This is an optimization exercise on Yosys and OpenROAD, whose aim is small area and a short achievable clock period, not a production implementation. RTL that was checked went through simulation tests only; none was proved equivalent to the original. No functional check of the RTL was part of run 3. No activity file was given, so power comes from the tool's default toggle rates.

==> design.v <==
package decode_pkg;
  localparam logic [6:0] OP_LUI    = 7'b0110111;
  localparam logic [6:0] OP_AUIPC  = 7'b0010111;
  localparam logic [6:0] OP_JAL    = 7'b1101111;
  localparam logic [6:0] OP_JALR   = 7'b1100111;
  localparam logic [6:0] OP_BRANCH = 7'b1100011;
  localparam logic [6:0] OP_LOAD   = 7'b0000011;
  localparam logic [6:0] OP_STORE  = 7'b0100011;
  localparam logic [6:0] OP_IMM    = 7'b0010011;
  localparam logic [6:0] OP_OP     = 7'b0110011;
  localparam logic [3:0] ALU_ADD  = 4'd0;
  localparam logic [3:0] ALU_SUB  = 4'd1;
  localparam logic [3:0] ALU_AND  = 4'd2;
  localparam logic [3:0] ALU_OR   = 4'd3;
  localparam logic [3:0] ALU_XOR  = 4'd4;
  localparam logic [3:0] ALU_SLL  = 4'd5;
  localparam logic [3:0] ALU_SRL  = 4'd6;
  localparam logic [3:0] ALU_SRA  = 4'd7;
  localparam logic [3:0] ALU_SLT  = 4'd8;
  localparam logic [3:0] ALU_SLTU = 4'd9;
  localparam logic [1:0] JUMP_NONE = 2'b00;
  localparam logic [1:0] JUMP_JAL  = 2'b01;
  localparam logic [1:0] JUMP_JALR = 2'b10;
  typedef struct packed {
    logic [3:0] alu_ctrl;
    logic       mul_en;
    logic       branch;
    logic       mem_read;
    logic       mem_to_reg;
    logic       mem_write;
    logic       alu_src;
    logic       reg_write;
    logic       illegal;
    logic [1:0] jump;
  } ctrl_t;
  function automatic logic [3:0] alu_from_funct3(input logic [2:0] funct3, input logic alt);
    case (funct3)
      3'b000:  alu_from_funct3 = alt ? ALU_SUB : ALU_ADD;
      3'b001:  alu_from_funct3 = ALU_SLL;
      3'b010:  alu_from_funct3 = ALU_SLT;
      3'b011:  alu_from_funct3 = ALU_SLTU;
      3'b100:  alu_from_funct3 = ALU_XOR;
      3'b101:  alu_from_funct3 = alt ? ALU_SRA : ALU_SRL;
      3'b110:  alu_from_funct3 = ALU_OR;
      default: alu_from_funct3 = ALU_AND;
    endcase
  endfunction
endpackage
module regfile_bypass #(
  parameter int XLEN  = 32,
  parameter int NREGS = 32
) (
  input  logic            clk,
  input  logic            rst,
  input  logic [4:0]      rs1,
  input  logic            rs1_use,
  input  logic [4:0]      rs2,
  input  logic            rs2_use,
  output logic [XLEN-1:0] rs1_data,
  output logic [XLEN-1:0] rs2_data,
  input  logic            wb_en,
  input  logic [4:0]      wb_rd,
  input  logic [XLEN-1:0] wb_data
);
  logic [XLEN-1:0]  regs [1:NREGS-1];
  logic [NREGS-1:1] vld;
  logic [NREGS-1:1] sel1, sel2;
  genvar i;
  generate
    for (i = 1; i < NREGS; i++) begin : g_reg
      always_ff @(posedge clk) begin
        if (wb_en && wb_rd == 5'(i)) regs[i] <= wb_data;
      end
      always_ff @(posedge clk or negedge rst) begin
        if (!rst) vld[i] <= 1'b0;
        else if (wb_en && wb_rd == 5'(i)) vld[i] <= 1'b1;
      end
    end
    for (i = 1; i < NREGS; i++) begin : g_sel
      assign sel1[i] = rs1_use && vld[i] && rs1 == 5'(i);
      assign sel2[i] = rs2_use && vld[i] && rs2 == 5'(i);
    end
  endgenerate
  localparam int NG = (NREGS - 1) / 3;
  logic [XLEN-1:0] t1 [NG], t2 [NG];
  genvar g, b;
  generate
    for (g = 0; g < NG; g++) begin : g_grp
      for (b = 0; b < XLEN; b++) begin : g_bit
        rf_aoi3 u1 (.a0(regs[3*g+1][b]), .s0(sel1[3*g+1]), .a1(regs[3*g+2][b]), .s1(sel1[3*g+2]),
                    .a2(regs[3*g+3][b]), .s2(sel1[3*g+3]), .y(t1[g][b]));
        rf_aoi3 u2 (.a0(regs[3*g+1][b]), .s0(sel2[3*g+1]), .a1(regs[3*g+2][b]), .s1(sel2[3*g+2]),
                    .a2(regs[3*g+3][b]), .s2(sel2[3*g+3]), .y(t2[g][b]));
      end
    end
  endgenerate
  always_comb begin
    rs1_data = '0;
    rs2_data = '0;
    for (int k = 3*NG + 1; k < NREGS; k++) begin
      rs1_data = rs1_data | ({XLEN{sel1[k]}} & regs[k]);
      rs2_data = rs2_data | ({XLEN{sel2[k]}} & regs[k]);
    end
    for (int k = 0; k < NG; k++) begin
      rs1_data = rs1_data | ~t1[k];
      rs2_data = rs2_data | ~t2[k];
    end
  end
endmodule
module rf_aoi3 (
  input  logic a0, s0, a1, s1, a2, s2,
  output logic y
);
  assign y = ~(a0 & s0 | a1 & s1 | a2 & s2);
endmodule
module decode_stage #(
  parameter int XLEN  = 32,
  parameter int NREGS = 32
) (
  input  logic            clk,
  input  logic            rst,
  input  logic            in_valid,
  output logic            in_ready,
  input  logic [31:0]     in_instr,
  input  logic [XLEN-1:0] in_pc,
  input  logic            flush,
  input  logic            wb_en,
  input  logic [4:0]      wb_rd,
  input  logic [XLEN-1:0] wb_data,
  output logic            out_valid,
  input  logic            out_ready,
  output logic [XLEN-1:0] out_pc,
  output logic [XLEN-1:0] out_rs1_data,
  output logic [XLEN-1:0] out_rs2_data,
  output logic [XLEN-1:0] out_imm,
  output logic [4:0]      out_rs1,
  output logic [4:0]      out_rs2,
  output logic [4:0]      out_rd,
  output logic [3:0]      out_alu_ctrl,
  output logic            out_mul_en,
  output logic            out_branch,
  output logic            out_mem_read,
  output logic            out_mem_to_reg,
  output logic            out_mem_write,
  output logic            out_alu_src,
  output logic            out_reg_write,
  output logic            out_illegal,
  output logic [1:0]      out_jump
);
  localparam logic [3:0] C_UNK   = 4'd0;
  localparam logic [3:0] C_LUI   = 4'd1;
  localparam logic [3:0] C_AUIPC = 4'd2;
  localparam logic [3:0] C_JAL   = 4'd3;
  localparam logic [3:0] C_JALR  = 4'd4;
  localparam logic [3:0] C_BR    = 4'd5;
  localparam logic [3:0] C_LD    = 4'd6;
  localparam logic [3:0] C_ST    = 4'd7;
  localparam logic [3:0] C_IMM   = 4'd8;
  localparam logic [3:0] C_OPN   = 4'd9;    
  localparam logic [3:0] C_OPM   = 4'd10;   
  localparam logic [3:0] C_OPX   = 4'd11;   
  logic [6:0]  opcode, funct7;
  logic [3:0]  cls_in;
  logic        use1_in, use2_in, hazard, load, hz_in;
  assign opcode = in_instr[6:0];
  assign funct7 = in_instr[31:25];
  always_comb begin
    case (opcode)
      decode_pkg::OP_LUI:    cls_in = C_LUI;
      decode_pkg::OP_AUIPC:  cls_in = C_AUIPC;
      decode_pkg::OP_JAL:    cls_in = C_JAL;
      decode_pkg::OP_JALR:   cls_in = C_JALR;
      decode_pkg::OP_BRANCH: cls_in = C_BR;
      decode_pkg::OP_LOAD:   cls_in = C_LD;
      decode_pkg::OP_STORE:  cls_in = C_ST;
      decode_pkg::OP_IMM:    cls_in = C_IMM;
      decode_pkg::OP_OP: begin
        if (funct7 == 7'b0000001)
          cls_in = C_OPM;
        else if (funct7 == 7'b0000000 || funct7 == 7'b0100000) cls_in = C_OPN;
        else cls_in = C_OPX;
      end
      default: cls_in = C_UNK;
    endcase
  end
  assign use1_in = opcode == decode_pkg::OP_JALR || opcode == decode_pkg::OP_BRANCH ||
                   opcode == decode_pkg::OP_LOAD || opcode == decode_pkg::OP_STORE ||
                   opcode == decode_pkg::OP_IMM  || opcode == decode_pkg::OP_OP;
  assign use2_in = opcode == decode_pkg::OP_BRANCH || opcode == decode_pkg::OP_STORE ||
                   opcode == decode_pkg::OP_OP;
  logic        hz_q;
  logic [24:0] ir_q;      
  logic [3:0]  cls_q;
  logic [4:0]  rd_q;
  assign rd_q   = ir_q[4:0];
  assign hazard = hz_q && ((use1_in && in_instr[19:15] == rd_q) ||
                           (use2_in && in_instr[24:20] == rd_q));
  assign load     = !out_valid || out_ready;
  assign in_ready = load && !hazard && !flush;
  assign hz_in    = opcode == decode_pkg::OP_LOAD && in_instr[11:7] != 5'd0;
  always_ff @(posedge clk or negedge rst) begin
    if (!rst) begin
      out_valid <= 1'b0;
      hz_q      <= 1'b0;
    end else if (flush || (load && hazard)) begin
      out_valid <= 1'b0;
      hz_q      <= 1'b0;
    end else if (load) begin
      out_valid <= in_valid;
      hz_q      <= in_valid && hz_in;
    end
  end
  always_ff @(posedge clk) begin
    if (load) begin
      out_pc <= in_pc;
      ir_q   <= in_instr[31:7];
      cls_q  <= cls_in;
    end
  end
  logic use1_q, use2_q, userd_q;
  logic [2:0] f3_q;
  logic [6:0] f7_q;
  assign f3_q = ir_q[7:5];
  assign f7_q = ir_q[24:18];
  always_comb begin
    use1_q  = 1'b0;
    use2_q  = 1'b0;
    userd_q = 1'b0;
    case (cls_q)
      C_LUI, C_AUIPC, C_JAL: userd_q = 1'b1;
      C_JALR, C_LD, C_IMM:   begin use1_q = 1'b1; userd_q = 1'b1; end
      C_BR, C_ST:            begin use1_q = 1'b1; use2_q = 1'b1; end
      C_OPN, C_OPM, C_OPX:   begin use1_q = 1'b1; use2_q = 1'b1; userd_q = 1'b1; end
      default: ;
    endcase
  end
  assign out_rs1 = use1_q  ? ir_q[12:8]  : 5'd0;
  assign out_rs2 = use2_q  ? ir_q[17:13] : 5'd0;
  assign out_rd  = userd_q ? ir_q[4:0]   : 5'd0;
  logic [31:0] imm32;
  always_comb begin
    case (cls_q)
      C_LUI, C_AUIPC: imm32 = {ir_q[24:5], 12'b0};
      C_JAL:          imm32 = {{12{ir_q[24]}}, ir_q[12:5], ir_q[13], ir_q[23:14], 1'b0};
      C_JALR, C_LD, C_IMM:
                      imm32 = {{20{ir_q[24]}}, ir_q[24:13]};
      C_BR:           imm32 = {{20{ir_q[24]}}, ir_q[0], ir_q[23:18], ir_q[4:1], 1'b0};
      C_ST:           imm32 = {{20{ir_q[24]}}, ir_q[24:18], ir_q[4:0]};
      default:        imm32 = 32'd0;
    endcase
  end
  assign out_imm = XLEN'($signed(imm32));
  always_comb begin
    out_alu_ctrl   = decode_pkg::ALU_ADD;
    out_mul_en     = 1'b0;
    out_branch     = 1'b0;
    out_mem_read   = 1'b0;
    out_mem_write  = 1'b0;
    out_alu_src    = 1'b0;
    out_reg_write  = 1'b0;
    out_illegal    = 1'b0;
    out_jump       = decode_pkg::JUMP_NONE;
    case (cls_q)
      C_LUI, C_AUIPC: begin out_alu_src = 1'b1; out_reg_write = 1'b1; end
      C_JAL:  begin out_alu_src = 1'b1; out_reg_write = 1'b1; out_jump = decode_pkg::JUMP_JAL; end
      C_JALR: begin out_alu_src = 1'b1; out_reg_write = 1'b1; out_jump = decode_pkg::JUMP_JALR; end
      C_BR:   begin out_branch = 1'b1; out_alu_ctrl = decode_pkg::ALU_SUB; end
      C_LD:   begin out_alu_src = 1'b1; out_mem_read = 1'b1; out_reg_write = 1'b1; end
      C_ST:   begin out_alu_src = 1'b1; out_mem_write = 1'b1; end
      C_IMM:  begin
        out_alu_src = 1'b1; out_reg_write = 1'b1;
        out_alu_ctrl = decode_pkg::alu_from_funct3(f3_q, f3_q == 3'b101 && f7_q[5]);
      end
      C_OPN:  begin
        out_reg_write = 1'b1;
        out_alu_ctrl = decode_pkg::alu_from_funct3(f3_q, f7_q[5]);
      end
      C_OPM:  begin out_reg_write = 1'b1; out_mul_en = 1'b1; out_alu_ctrl = {1'b0, f3_q}; end
      default: out_illegal = 1'b1;    
    endcase
  end
  assign out_mem_to_reg = out_mem_read;
  regfile_bypass #(.XLEN(XLEN), .NREGS(NREGS)) u_regfile (
    .clk      (clk),
    .rst      (rst),
    .rs1      (ir_q[12:8]),
    .rs1_use  (use1_q),
    .rs2      (ir_q[17:13]),
    .rs2_use  (use2_q),
    .rs1_data (out_rs1_data),
    .rs2_data (out_rs2_data),
    .wb_en    (wb_en),
    .wb_rd    (wb_rd),
    .wb_data  (wb_data)
  );
endmodule
==> config.mk <==
export PLATFORM = sky130hd
export DESIGN_NAME = decode_stage
export DESIGN_NICKNAME = decode_stage
export VERILOG_FILES = /design/flow/design.v
export SDC_FILE = /design/flow/constraint.sdc
export NUM_CORES = 4
export LEC_CHECK = 0
export CAP_MARGIN = 20
export CORE_MARGIN = 2
export CORE_UTILIZATION = 40
export SETUP_SLACK_MARGIN = 1.5
export SLEW_MARGIN = 20
export SYNTH_HIERARCHICAL = 1
export SYNTH_MINIMUM_KEEP_SIZE = 0
==> flow/run.sh <==
#!/bin/bash
# The standard layout (standard.sh, unchanged synthesis) with two extra make settings:
#  - port buffers are plain buf_2 cells instead of the delay buffer buffer_ports picks on its own;
#  - the resizer may change a cell's footprint (sky130hd's config restricts it to the same one).
# make's full output goes to flow_make.log here; each ORFS step logs under orfs/logs/.
set -uo pipefail
bash standard.sh \
  MATCH_CELL_FOOTPRINT=0 \
  "BUFFER_PORTS_ARGS=-buffer_cell sky130_fd_sc_hd__buf_2" \
  finish > flow_make.log 2>&1
status=$?
tail -20 flow_make.log
exit $status
==> constraint.sdc <==
create_clock -name core_clock -period 6.0 [get_ports {clk}]
set_input_delay 1.2000 -clock core_clock [delete_from_list [all_inputs] [get_ports {clk}]]
set_output_delay 1.2000 -clock core_clock [all_outputs]
set_load 0.01 [all_outputs]
==> standard.sh <==
#!/bin/bash
# synth_recipe.tcl (not shown) runs the flow's synth.tcl, then flattens the netlist and writes it again
# the make line also repeats each setting of config.mk as NAME=value (left out here)
make -C /OpenROAD-flow-scripts/flow DESIGN_CONFIG=/design/flow/config.mk WORK_HOME=/design/flow/orfs CLKGATE_MAP_FILE= SYNTH_SCRIPT=/design/flow/synth_recipe.tcl "${@:-finish}"
==> out/summary.txt, run 1 <==
Site row count - 120
Pre-CTS setup slack - 1.68 ns
Max Slew Vio Count - 0
Worst min path class - flop to flop
Clock power share - 42.1%
Worst Setup Start Kind - flop
GRT Total Usage - 32.0%
Reg2reg start - out_valid$_DFFE_PN0P_
Die area - 110000 sq um
Worst-skew pair later-pin latency - 0.69 ns
Critical path required time - 4.80 ns
R2r setup slk - 3.74 ns
Drt wl/cell - 42.6 um
Largest net degree at the start of global routing - 40
Logic pwr share - 3.6%
Initial Utilization - 40.2%
Switching part of the total power - 22.2%
First-pass GRT wire length - 250000 um
# hold bufs at CTS - 0
Core Util, Final - 50.2%
Placeable Area - 107000 sq um
Router iterations before antenna repair - 12
Via count of the first global-routing pass - 32900
Endpoints failing setup - 0
Period utilisation layout - 79.6%
Power share of the sequential group - 54.3%
DR top layer - met5
Drt via density - 7.72
# IOs - 266
Lkg Pwr - 18.7 nW
Highest-count cells in the layout ignoring fill and taps - edfxtp_1, a222oi_1, buf_2
Synth top area cells - edfxtp_1, a222oi_1, dfrtp_1
RSZ-0062 raised after global routing - yes
Cell count of the worst reg-to-reg path - 5
Met2 WL - 81200 um
H-tree depth - 3
Min Tclk post-route - 4.77 ns
Wl on met1 - 63300 um
Met3 routed WL - 35300 um
Crit-path max cell delay - 0.74 ns
Area leader, netlist - edfxtp_1
Slew @ Worst Pin - 1.20 ns
WP buf/inv - 2
Syn Area/Cell - 18.2 sq um
Setup TNS - 0 ns
Antenna violations before repair - 18
Critical path, cell by cell - buf_4 > nor2b_4 > and3_4 > a222oi_1 > nand4_1 > a2111o_1 > buf_2
Layout cells sized above 1 - 27.5%
CP Data Arrival Time - 3.57 ns
Post-synth EDFFs - 1053
Horiz. Die Dim - 332 um
Internal power - 12.4 mW
Async set-reset flop share out of synthesis - 3.03%
DRC - 0
Tot Pwr - 15.9 mW
Via count - 34900
Reg2reg end - use2_q$_DFF_P_
CTS root buf - clkbuf_16
Antenna Nets Post-Route - 0
Max-Slew Margin vs Limit - 20.1%
Crit-path max FO - 32
Port Buf Inserts - 265
Worst Skew - 0.0139 ns
Post-Route WL - 192000 um
CTS Buf Count - 112
Seq/Total Area, Yosys - 75.6%
Area Overhead vs Synth - 24.7%
Slowest CP cell - and3_4
Hold_sp - u_regfile.vld[1]$_DFFE_PN0P_
Syn. warnings - 12
Hold depth - 1
Grt total ovfl - 0
Post-detail-place hpwl - 107000 um
Post-DP Area - 47000 sq um
CTS tree - yes
Psw - 3.54 mW
# Max-Cap Violations - 0
Commonest non-fill, non-tap cell in the layout - edfxtp_1
Fmax achieved - 210 MHz
Synth Flop Type - edfxtp_1
RD Place Congestion - 0.927
DIE HEIGHT - 332 um
Setup ws final - 1.23 ns
Syn_nets - 2469
CP endpoint kind - output port
Outcome - finished clean
Synthesized instance count - 2362
Clk sinks - 1089
Top cell type's share of synthesized area - 73.5%
Maximum VDD drop - 0.232 mV
Final hold vios - 0
Synthesized flop and latch total - 1089
Hold path endpoint - u_regfile.vld[1]$_DFFE_PN0P_
CP Class - flop to output port
Netlist cell types - 60
Clock Pin Slew Worst Setup and Hold Paths - 0.06 ns
Final Instance Area - 53600 sq um
Synthesized area - 43000 sq um
Nets - 3117
Drt initial violations - 11300
CP top delay family - simple AND/OR/NAND/NOR gates
Clock Path Buffers - 3
PwrDens - 297 nW/um^2
==> synthesized netlist by cell type, types with 6 or more instances <==
cell	instances
xnor2_1	7
or2_2	17
nor2b_1	10
nand2b_1	12
o21bai_1	16
edfxtp_1	1053
buf_6	7
dfrtp_1	33
a21o_1	19
clkbuf_1	9
nor2_1	61
nor3_1	17
nand2_1	88
and2_1	21
a222oi_1	640
a21oi_1	9
inv_1	6
and3_1	61
a2111o_1	64
nand4_1	130
o21ai_0	6
==> power groups by stage <==
stage	Clock, mW	Combinational, mW	Sequential [mW]
floorplan	0	0.187	8.74
global placement	0	0.478	8.77
detailed placement	0	0.494	8.78
CTS	6.72	0.523	8.62
global route	7.02	0.598	8.66
finish	6.71	0.572	8.66
==> Yosys stat by module (local to each module, per instance), a selection <==
| module | cells | area, sq um | times used | flops+latches |
|---|---|---|---|---|
| rf_aoi3 | 1 | 10.0 | 640 | 0 |
| decode_stage | 259 | 3170 | 1 | 66 |
==> cell type report <==
| class | count | area (sq um) |
|---|---|---|
| clock buffer | 139 | 2930 |
| timing repair buffer | 550 | 4790 |
| inverter | 6 | 22.5 |
| antenna | 11 | 27.5 |
| tap | 1403 | 1760 |
| clock inverter | 63 | 541 |
| fill | 8712 | 53300 |
| multi-input combinational | 1251 | 11100 |
| sequential | 1089 | 32500 |
==> logic make-up (layout without fill, tap and decap cells) <==
family	after synthesis	after routing	synth area share, %
AOI/OAI and AO/OA	784	784	17.9
xor gates and xnor gates	11	11	0.224
buffers and inverters	28	758	0.465
DFF	1089	1089	75.6
muxes	1	1	0.0233
other	0	11	0
and+or+nand+nor	449	455	5.80
==> worst reg2reg max path: stages, from the launching register on <==
cell,delay (ns)
dfrtp_1,0.43
nor2b_1,0.53
inv_2,0.49
mux2i_1,0.26
nand2b_1,0.23
o22ai_1,0.22
==> how the worst max path moves through the flow <==
stage / start / cells after the start / endpoint / slack [ns]
after floorplan: wb_rd[1] / 3 / u_regfile.regs[12][0]$_DFFE_PP_ / 2.50
after detailed placement: ir_q[12]$_DFFE_PN_ / 8 / out_rs1_data[25] / 1.68
after global placement: ir_q[12]$_DFFE_PN_ / 8 / out_rs1_data[25] / 1.66
final: ir_q[10]$_DFFE_PN_ / 7 / out_rs1_data[4] / 1.23
after CTS: ir_q[9]$_DFFE_PN_ / 8 / out_rs1_data[3] / 1.40
after global routing: ir_q[13]$_DFFE_PN_ / 10 / out_rs2_data[21] / 1.25
==> per-stage QoR <==
step	cells	hold WS (ns)
6_report	4512	0.524
5_1_grt	4503	0.537
4_1_cts	4391	0.511
3_5_place_dp	4107	0.466
3_3_place_gp	4107	0.459
2_1_floorplan	2362	0.446
==> registers in the layout (all words and copies together) (netlist names), 4 cells and up <==
name,flops
ir_q,25
u_regfile.vld,31
u_regfile.regs,992
out_pc,32
cls_q,4
==> metal layers <==
metal	GRT usage [%]	up-vias
met2	47.1	4097
met4	14.4	18
li1	-	12900
met5	1.13	-
met1	41.5	17100
met3	12.9	757
==> what timing repair did <==
action / in CTS / in global routing
buffers inserted: 72 / 93
endpoints found under the setup margin: 64 / 64
gates resized for setup: 153 / 140
cloned: 10 / 16
pin swaps: 59 / 159
==> run 2, diff against run 1 <==
==> run.sh (new file) <==
#!/bin/bash
# synth_recipe.tcl (not shown) runs the flow's synth.tcl, then flattens the netlist and writes it again
# the make line also repeats each setting of config.mk as NAME=value (left out here)
make -C /OpenROAD-flow-scripts/flow DESIGN_CONFIG=/design/flow/config.mk WORK_HOME=/design/flow/orfs CLKGATE_MAP_FILE= SYNTH_SCRIPT=/design/flow/synth_recipe.tcl finish
--- a/config.mk
+++ b/config.mk
@@ -8,7 +8,6 @@
 export CAP_MARGIN = 20
 export CORE_MARGIN = 2
 export CORE_UTILIZATION = 40
-export SETUP_SLACK_MARGIN = 1.5
 export SLEW_MARGIN = 20
 export SYNTH_HIERARCHICAL = 1
 export SYNTH_MINIMUM_KEEP_SIZE = 0
removed: flow/run.sh
removed: standard.sh
==> run 2 against run 1 <==
  * Largest cell class unchanged
  * Final cell count shrank 3.9%
  * Clock-buffer cell count shrank 9
  * Synthesized cell count is the same
  * Core utilization shrank 1.4 points
  * Clock skew shrank 0.0048 ns
==> out/summary.txt, run 2 <==
GRT Total Usage - 30.4%
Maximum VDD drop - 0.270 mV
Nets - 2947
Clock Pin Slew Worst Setup and Hold Paths - 0.06 ns
Netlist cell types - 60
Die area - 110000 sq um
Grt total ovfl - 0
Syn Area/Cell - 18.2 sq um
Area leader, netlist - edfxtp_1
Switching part of the total power - 21.2%
# Max-Cap Violations - 0
Commonest non-fill, non-tap cell in the layout - edfxtp_1
Setup TNS - 0 ns
Fmax achieved - 178 MHz
Period utilisation layout - 93.7%
Min Hold Slack - 0.485 ns
Tot Pwr - 16.2 mW
Seq/Total Area, Yosys - 75.6%
Drt via density - 7.61
Max-Slew Margin vs Limit - 12.9%
Port Buf Inserts - 265
Synthesized area - 43000 sq um
Max Slew Vio Count - 0
# hold bufs at CTS - 0
Final hold vios - 0
CP endpoint kind - output port
GRT met3 Usage - 12.0%
Async set-reset flop share out of synthesis - 3.03%
Highest-count cells in the layout ignoring fill and taps - edfxtp_1, a222oi_1, clkdlybuf4s50_1
Post_cts resized - 0
R2r setup slk - 3.50 ns
CTS tree - yes
Busiest layer in global routing - met2
Met1 Use GR - 39.3%
Initial Utilization - 40.2%
Worst Skew - 0.00907 ns
Syn_nets - 2469
DRC - 0
CTS root buf - clkbuf_16
Crit-path max FO - 10
Fin cells - 4334
Core Util, Final - 48.7%
Synthesized flop and latch total - 1089
Synthesized instance count - 2362
CP Class - flop to output port
Post-Route WL - 175000 um
Lkg Pwr - 17.4 nW
Drt initial violations - 9670
Power share of the sequential group - 53.4%
Max reg flops - 992
Largest reg by FF count - u_regfile.regs
Critical path required time - 4.80 ns
Antenna Nets Post-Route - 0
Min Tclk post-route - 5.62 ns
Router iterations before antenna repair - 14
Worst Setup Start Kind - flop
Post-detail-place hpwl - 107000 um
Slew @ Worst Pin - 1.31 ns
Layout fillers - 8840
RD Place Congestion - 0.940
Largest net degree at the start of global routing - 41
Synth Flop Type - edfxtp_1
Syn. warnings - 12
Psw - 3.43 mW
PwrDens - 310 nW/um^2
Clock Path Buffers - 3
Clock power share - 43.0%
Placeable Area - 107000 sq um
Area Overhead vs Synth - 21.1%
Synth top area cells - edfxtp_1, a222oi_1, dfrtp_1
CP Data Arrival Time - 4.42 ns
Worst min path class - flop to flop
Drt wl/cell - 40.4 um
Layout cells sized above 1 - 13.1%
Horiz. Die Dim - 332 um
Endpoints failing setup - 0
Internal power - 12.7 mW
Outcome - finished clean
Top cell type's share of synthesized area - 73.5%
Via count of the first global-routing pass - 32300
CTS Buf Count - 112
Largest regs - u_regfile.regs (992), out_pc (32), u_regfile.vld (31)
Most common cell in the netlist - edfxtp_1
Via count - 33000
H-tree depth - 3
Logic pwr share - 3.7%
Met2 Use GR - 45.0%
Antenna violations before repair - 3
RSZ-0062 raised after global routing - no
DIE HEIGHT - 332 um
# IOs - 266
Post-synth top cells - edfxtp_1, a222oi_1, nand4_1, nand2_1, a2111o_1
Number of cells after detailed placement - 4128
Worst-skew pair later-pin latency - 0.69 ns
First-pass GRT wire length - 239000 um
Site row count - 120
Clk sinks - 1089
Post-synth EDFFs - 1053
Post-CTS Setup Bufs - 0
==> run 2: Yosys stat by module (local to each module, per instance), a selection <==
module        times used  cells
rf_aoi3              640      1
decode_stage           1    259
==> run 2: power groups by stage <==
stage | Clock, mW | Sequential, mW | Combinational [mW]
6_report | 6.94 | 8.62 | 0.591
5_1_grt | 7.26 | 8.63 | 0.623
4_1_cts | 6.97 | 8.62 | 0.588
3_5_place_dp | 0 | 8.78 | 0.584
3_3_place_gp | 0 | 8.77 | 0.574
2_1_floorplan | 0 | 8.74 | 0.187
==> run 2: path summary, 6_finish.rpt <==
check | startpoint | cells after the start | end
max in group asynchronous | rst | 1 | u_regfile.vld[28]$_DFFE_PN0P_
setup / recovery | use1_q$_DFF_P_ | 8 | out_rs1_data[2]
setup reg to reg | out_valid$_DFFE_PN0P_ | 6 | use2_q$_DFF_P_
hold reg to reg | u_regfile.vld[13]$_DFFE_PN0P_ | 1 | u_regfile.vld[13]$_DFFE_PN0P_
hold / removal | u_regfile.vld[13]$_DFFE_PN0P_ | 1 | u_regfile.vld[13]$_DFFE_PN0P_
min in group asynchronous | rst | 1 | u_regfile.vld[14]$_DFFE_PN0P_
==> run 2: worst max-delay path, stage by stage, from the launching register on <==
cell	delay, ns
dfxtp_1	0.44
nand2_1	0.14
nor3_1	0.55
and3_1	0.88
buf_4	0.38
a222oi_1	0.16
nand4_1	0.27
a2111o_1	0.31
clkdlybuf4s50_1	0.60
==> run 2: final cells by class <==
type	instances	area [sq um]	area share, %
antenna	1	2.50	0.00480
clock buffer	130	2910	5.59
clock inverter	74	723	1.39
inverter	6	22.5	0.0432
multi-input combinational	1245	10600	20.3
sequential	1089	32500	62.4
tap	1403	1760	3.37
timing repair buffer	386	3580	6.87
==> run 2: cell families (layout without fill, tap and decap cells) <==
| family | Yosys count | after routing | share of synthesized area [%] |
|---|---|---|---|
| flops | 1089 | 1089 | 75.6 |
| compound gates | 784 | 784 | 17.9 |
| simple gates | 449 | 449 | 5.80 |
| buf+inv | 28 | 596 | 0.465 |
| xor+xnor | 11 | 11 | 0.224 |
| mux | 1 | 1 | 0.0233 |
| other cells | 0 | 1 | 0 |
==> run 2: through the flow <==
step	instance area (sq um)	worst slack [ns]
floorplan	43000	2.50
global placement	48400	1.31
detailed placement	48500	1.31
CTS	52100	0.575
global route	52100	0.452
finish	52100	0.379
==> run 2: per-layer routing <==
layer,share of wire (%),routed length [um]
met4,4.8,8460
met5,0.040,70
met3,17,30400
met2,43,75400
met1,35,60600
==> run 3, diff against run 2 <==
--- a/design.v
+++ b/design.v
@@ -52,10 +52,10 @@
 ) (
   input  logic            clk,
   input  logic            rst,
-  input  logic [4:0]      rs1,
-  input  logic            rs1_use,
-  input  logic [4:0]      rs2,
-  input  logic            rs2_use,
+  input  logic [3:0]      rs1_lo,     
+  input  logic [7:0]      rs1_hi,     
+  input  logic [3:0]      rs2_lo,
+  input  logic [7:0]      rs2_hi,
   output logic [XLEN-1:0] rs1_data,
   output logic [XLEN-1:0] rs2_data,
   input  logic            wb_en,
@@ -77,8 +77,8 @@
       end
     end
     for (i = 1; i < NREGS; i++) begin : g_sel
-      assign sel1[i] = rs1_use && vld[i] && rs1 == 5'(i);
-      assign sel2[i] = rs2_use && vld[i] && rs2 == 5'(i);
+      assign sel1[i] = rs1_lo[i % 4] && rs1_hi[i / 4] && vld[i];
+      assign sel2[i] = rs2_lo[i % 4] && rs2_hi[i / 4] && vld[i];
     end
   endgenerate
   localparam int NG = (NREGS - 1) / 3;
@@ -192,6 +192,8 @@
   logic [24:0] ir_q;      
   logic [3:0]  cls_q;
   logic [4:0]  rd_q;
+  logic [3:0]  r1lo_q, r2lo_q;
+  logic [7:0]  r1hi_q, r2hi_q;
   assign rd_q   = ir_q[4:0];
   assign hazard = hz_q && ((use1_in && in_instr[19:15] == rd_q) ||
                            (use2_in && in_instr[24:20] == rd_q));
@@ -215,6 +217,10 @@
       out_pc <= in_pc;
       ir_q   <= in_instr[31:7];
       cls_q  <= cls_in;
+      r1lo_q <= use1_in ? 4'(1) << in_instr[16:15] : 4'd0;
+      r1hi_q <= 8'(1) << in_instr[19:17];
+      r2lo_q <= use2_in ? 4'(1) << in_instr[21:20] : 4'd0;
+      r2hi_q <= 8'(1) << in_instr[24:22];
     end
   end
   logic use1_q, use2_q, userd_q;
@@ -283,10 +289,10 @@
   regfile_bypass #(.XLEN(XLEN), .NREGS(NREGS)) u_regfile (
     .clk      (clk),
     .rst      (rst),
-    .rs1      (ir_q[12:8]),
-    .rs1_use  (use1_q),
-    .rs2      (ir_q[17:13]),
-    .rs2_use  (use2_q),
+    .rs1_lo   (r1lo_q),
+    .rs1_hi   (r1hi_q),
+    .rs2_lo   (r2lo_q),
+    .rs2_hi   (r2hi_q),
     .rs1_data (out_rs1_data),
     .rs2_data (out_rs2_data),
     .wb_en    (wb_en),
==> flow/run.sh (new file) <==
#!/bin/bash
# The standard layout (standard.sh, unchanged synthesis) with two extra make settings:
#  - port buffers are plain buf_2 cells instead of the delay buffer buffer_ports picks on its own;
#  - the resizer may change a cell's footprint (sky130hd's config restricts it to the same one).
# make's full output goes to flow_make.log here; each ORFS step logs under orfs/logs/.
set -uo pipefail
bash standard.sh \
  MATCH_CELL_FOOTPRINT=0 \
  "BUFFER_PORTS_ARGS=-buffer_cell sky130_fd_sc_hd__buf_2" \
  finish > flow_make.log 2>&1
status=$?
tail -20 flow_make.log
exit $status
==> standard.sh (new file) <==
#!/bin/bash
# synth_recipe.tcl (not shown) runs the flow's synth.tcl, then flattens the netlist and writes it again
# the make line also repeats each setting of config.mk as NAME=value (left out here)
make -C /OpenROAD-flow-scripts/flow DESIGN_CONFIG=/design/flow/config.mk WORK_HOME=/design/flow/orfs CLKGATE_MAP_FILE= SYNTH_SCRIPT=/design/flow/synth_recipe.tcl "${@:-finish}"
--- a/config.mk
+++ b/config.mk
@@ -8,6 +8,7 @@
 export CAP_MARGIN = 20
 export CORE_MARGIN = 2
 export CORE_UTILIZATION = 40
+export SETUP_SLACK_MARGIN = 1.5
 export SLEW_MARGIN = 20
 export SYNTH_HIERARCHICAL = 1
 export SYNTH_MINIMUM_KEEP_SIZE = 0
removed: run.sh
==> run 3 against run 2 <==
  * Still clean on timing, DRC and antenna
  * Die area is 2.7% higher
  * Largest cell class unchanged
  * Final area is 1.8% higher
  * Clock power hardly changed
==> out/summary.txt, run 3 <==
Min Tclk post-route - 4.62 ns
Syn_nets - 2591
Post-synth EDFFs - 1077
Top cell type's share of synthesized area - 73.2%
Max reg flops - 992
Lkg Pwr - 18.0 nW
Worst Skew - 0.00917 ns
RSZ-0062 raised after global routing - yes
Slowest CP cell - a222oi_1
Via count of the first global-routing pass - 32000
CP endpoint kind - output port
Fmax achieved - 217 MHz
Setup TNS - 0 ns
Die area - 113000 sq um
Syn. warnings - 12
Clock Pin Slew Worst Setup and Hold Paths - 0.06 ns
CP Data Arrival Time - 3.42 ns
Via count - 33100
Initial Utilization - 40.5%
Period utilisation layout - 77.0%
Clock Path Buffers - 3
# IOs - 266
# Max-Cap Violations - 0
Final hold vios - 0
# hold bufs at CTS - 0
GRT Total Usage - 28.2%
Grt total ovfl - 0
Largest regs - u_regfile.regs (992), out_pc (32), u_regfile.vld (31)
CTS tree - yes
Number of cells after detailed placement - 4271
DRC - 0
Layout fillers - 9111
Placeable Area - 109000 sq um
Commonest non-fill, non-tap cell in the layout - edfxtp_1
Synth Flop Type - edfxtp_1
H-tree depth - 3
Async set-reset flop share out of synthesis - 2.96%
Synthesized flop and latch total - 1113
Seq/Total Area, Yosys - 75.2%
Endpoints failing setup - 0
Clk sinks - 1113
Worst-skew pair later-pin latency - 0.69 ns
RD Place Congestion - 0.924
CTS root buf - clkbuf_16
Post-synth top cells - edfxtp_1, a222oi_1, nand4_1, nand2_1, or4_1
Most common cell in the netlist - edfxtp_1
Maximum VDD drop - 0.255 mV
Worst Setup Start Kind - flop
Post-Route WL - 169000 um
Area leader, netlist - edfxtp_1
First-pass GRT wire length - 230000 um
Router iterations before antenna repair - 13
Most frequent CP cell - buf_12
DIE HEIGHT - 336 um
Horiz. Die Dim - 336 um
Nets - 3062
Crit-path max FO - 8
Site row count - 121
CTS Buf Count - 113
Port Buf Inserts - 265
Synthesized instance count - 2484
Area Overhead vs Synth - 20.0%
Outcome - finished clean
Slew @ Worst Pin - 1.17 ns
Largest reg by FF count - u_regfile.regs
Max-Slew Margin vs Limit - 22.2%
Highest-count cells in the layout ignoring fill and taps - edfxtp_1, a222oi_1, buf_2
Synth top area cells - edfxtp_1, a222oi_1, dfrtp_1
Worst min path class - flop to flop
Layout cells sized above 1 - 22.3%
Drt wl/cell - 37.4 um
Post-detail-place hpwl - 94500 um
Drt via density - 7.32
Antenna Nets Post-Route - 0
Min Hold Slack - 0.489 ns
Crit-path max cell delay - 0.52 ns
Critical path, cell by cell - buf_6 > and3_4 > buf_12 > buf_12 > a222oi_1 > nand4_1 > or4_1 > buf_2
Drt initial violations - 9241
Synthesized area - 44200 sq um
Antenna violations before repair - 15
Syn Area/Cell - 17.8 sq um
Fin cells - 4527
Netlist cell types - 59
Critical path required time - 4.80 ns
Largest net degree at the start of global routing - 66
Max Slew Vio Count - 0
CP Class - flop to output port
PwrDens - 322 nW/um^2
run 3: cell count changes after synthesis, sizes merged, moves of 6 or more:
cell	previous run	this run
nor2b	10	4
nand2b	13	5
nor3b	2	9
a2111o	64	0
or2	17	1
o21bai	17	34
and4	3	64
clkbuf	9	41
or4	1	68
edfxtp	1053	1077
run 3: kinds of logic (layout without fill, tap and decap cells):
| logic type | Yosys count | count (layout) | share of synthesized area (%) |
|---|---|---|---|
| buffers and inverters | 66 | 631 | 0.646 |
| muxes | 1 | 1 | 0.0227 |
| and+or+nand+nor | 550 | 550 | 7.69 |
| xor gates and xnor gates | 10 | 10 | 0.198 |
| DFF | 1113 | 1113 | 75.2 |
| other | 0 | 2 | 0 |
| AOI/OAI and AO/OA | 744 | 744 | 16.2 |
run 3: path summary, 6_finish.rpt:
kind                                                from                            end  slack, ns  cells after the start
setup / recovery                 r2lo_q[2]$_SDFFCE_PN0N_               out_rs2_data[12]       1.38                      8
min in group asynchronous                            rst          out_valid$_DFFE_PN0P_       0.60                      1
hold / removal             u_regfile.vld[29]$_DFFE_PN0P_  u_regfile.vld[29]$_DFFE_PN0P_       0.49                      1
max in group asynchronous                            rst  u_regfile.vld[31]$_DFFE_PN0P_       4.80                      1
hold reg to reg            u_regfile.vld[29]$_DFFE_PN0P_  u_regfile.vld[29]$_DFFE_PN0P_       0.49                      1
setup reg to reg                      cls_q[2]$_DFFE_PN_                 use2_q$_DFF_P_       3.95                      4
run 3: cell type report:
class	count	area (sq um)	area share, %
diodes	2	5.00	0.00944
flip-flops and latches	1113	33200	62.7
clock buffers	134	2960	5.58
clock inverters	75	641	1.21
multi-input cells	1305	11100	21.0
repair buffers	413	3160	5.97
well taps	1476	1850	3.48
inverters	9	35.0	0.0661
run 3: metrics by stage:
stage	utilization, %	worst slack, ns	power, mW	area (sq um)
final	48.6	1.38	17.1	53000
after global routing	48.5	1.42	17.4	53000
after CTS	47.8	1.50	17.0	52200
after floorplan	-	2.22	9.42	44200
after global placement	44.0	1.77	10.1	48100
after detailed placement	44.1	1.67	10.1	48200
run 3: what timing repair did:
action,CTS,global route
resized for setup,86,95
endpoints found under the setup margin,65,56
pin swaps,52,72
cloned,3,9
setup buffers,8,23
run 3: Yosys stat by module (local to each module, per instance), excerpt:
module | cell area, sq um | cells
rf_aoi3 | 10.0 | 1
decode_stage | 4120 | 331
run 3: layer usage:
metal	track usage [%]	vias up	part of all wire, %
met3	7.51	458	15
met1	37.5	16400	35
met4	13.2	10	4.8
met2	43.2	3262	44
li1	-	13000	-
met5	0	-	0.040
run 3: worst max-delay path: cells and delay by family (launching register included):
family / cells / cell delay, ns
buffers and inverters: 4 / 0.62
AO/OA/AOI/OAI: 1 / 0.52
flip-flops: 1 / 0.47
AND/OR/NAND/NOR: 3 / 1.09
run 3: power by group:
group | total [mW] | internal, mW | switching (mW)
Combinational | 1.30 | 0.429 | 0.868
Clock | 6.92 | 3.90 | 3.02
Sequential | 8.84 | 8.70 | 0.133

re-timing with driven ports:
No port has a modelled driver above. Below, the same layouts with a new extraction and two added sets of constraints.
Step 1 sets driving cells, clkbuf_16 on the clock port and buf_2 on the other inputs (assumed; they add their load-dependent delay and slew).
Step 2 adds t to the input delays and takes it off the output delays; t is the mean of the earliest and latest rising clock arrival at the registers after step 1. Input paths then give back, and output paths get back, about the clock's delay inside the block.
a / b / c = no drivers / after step 1 / after step 2; a / b = the first two.
| run | t, ns | setup WS [ns] | clock arrival spread, ns | worst register clock-pin slew, ns | cell pins on the clock port's net |
|---|---|---|---|---|---|
| run 1 | 0.769 | 1.227 / 1.154 / 1.923 | 0.054 / 0.054 | 0.07 / 0.07 | 1 |
| run 2 | 0.759 | 0.379 / 0.310 / 1.069 | 0.030 / 0.030 | 0.07 / 0.07 | 1 |
| run 3 | 0.763 | 1.382 / 1.314 / 1.965 | 0.032 / 0.032 | 0.07 / 0.07 | 1 |
After both steps every run listed still meets setup and hold.
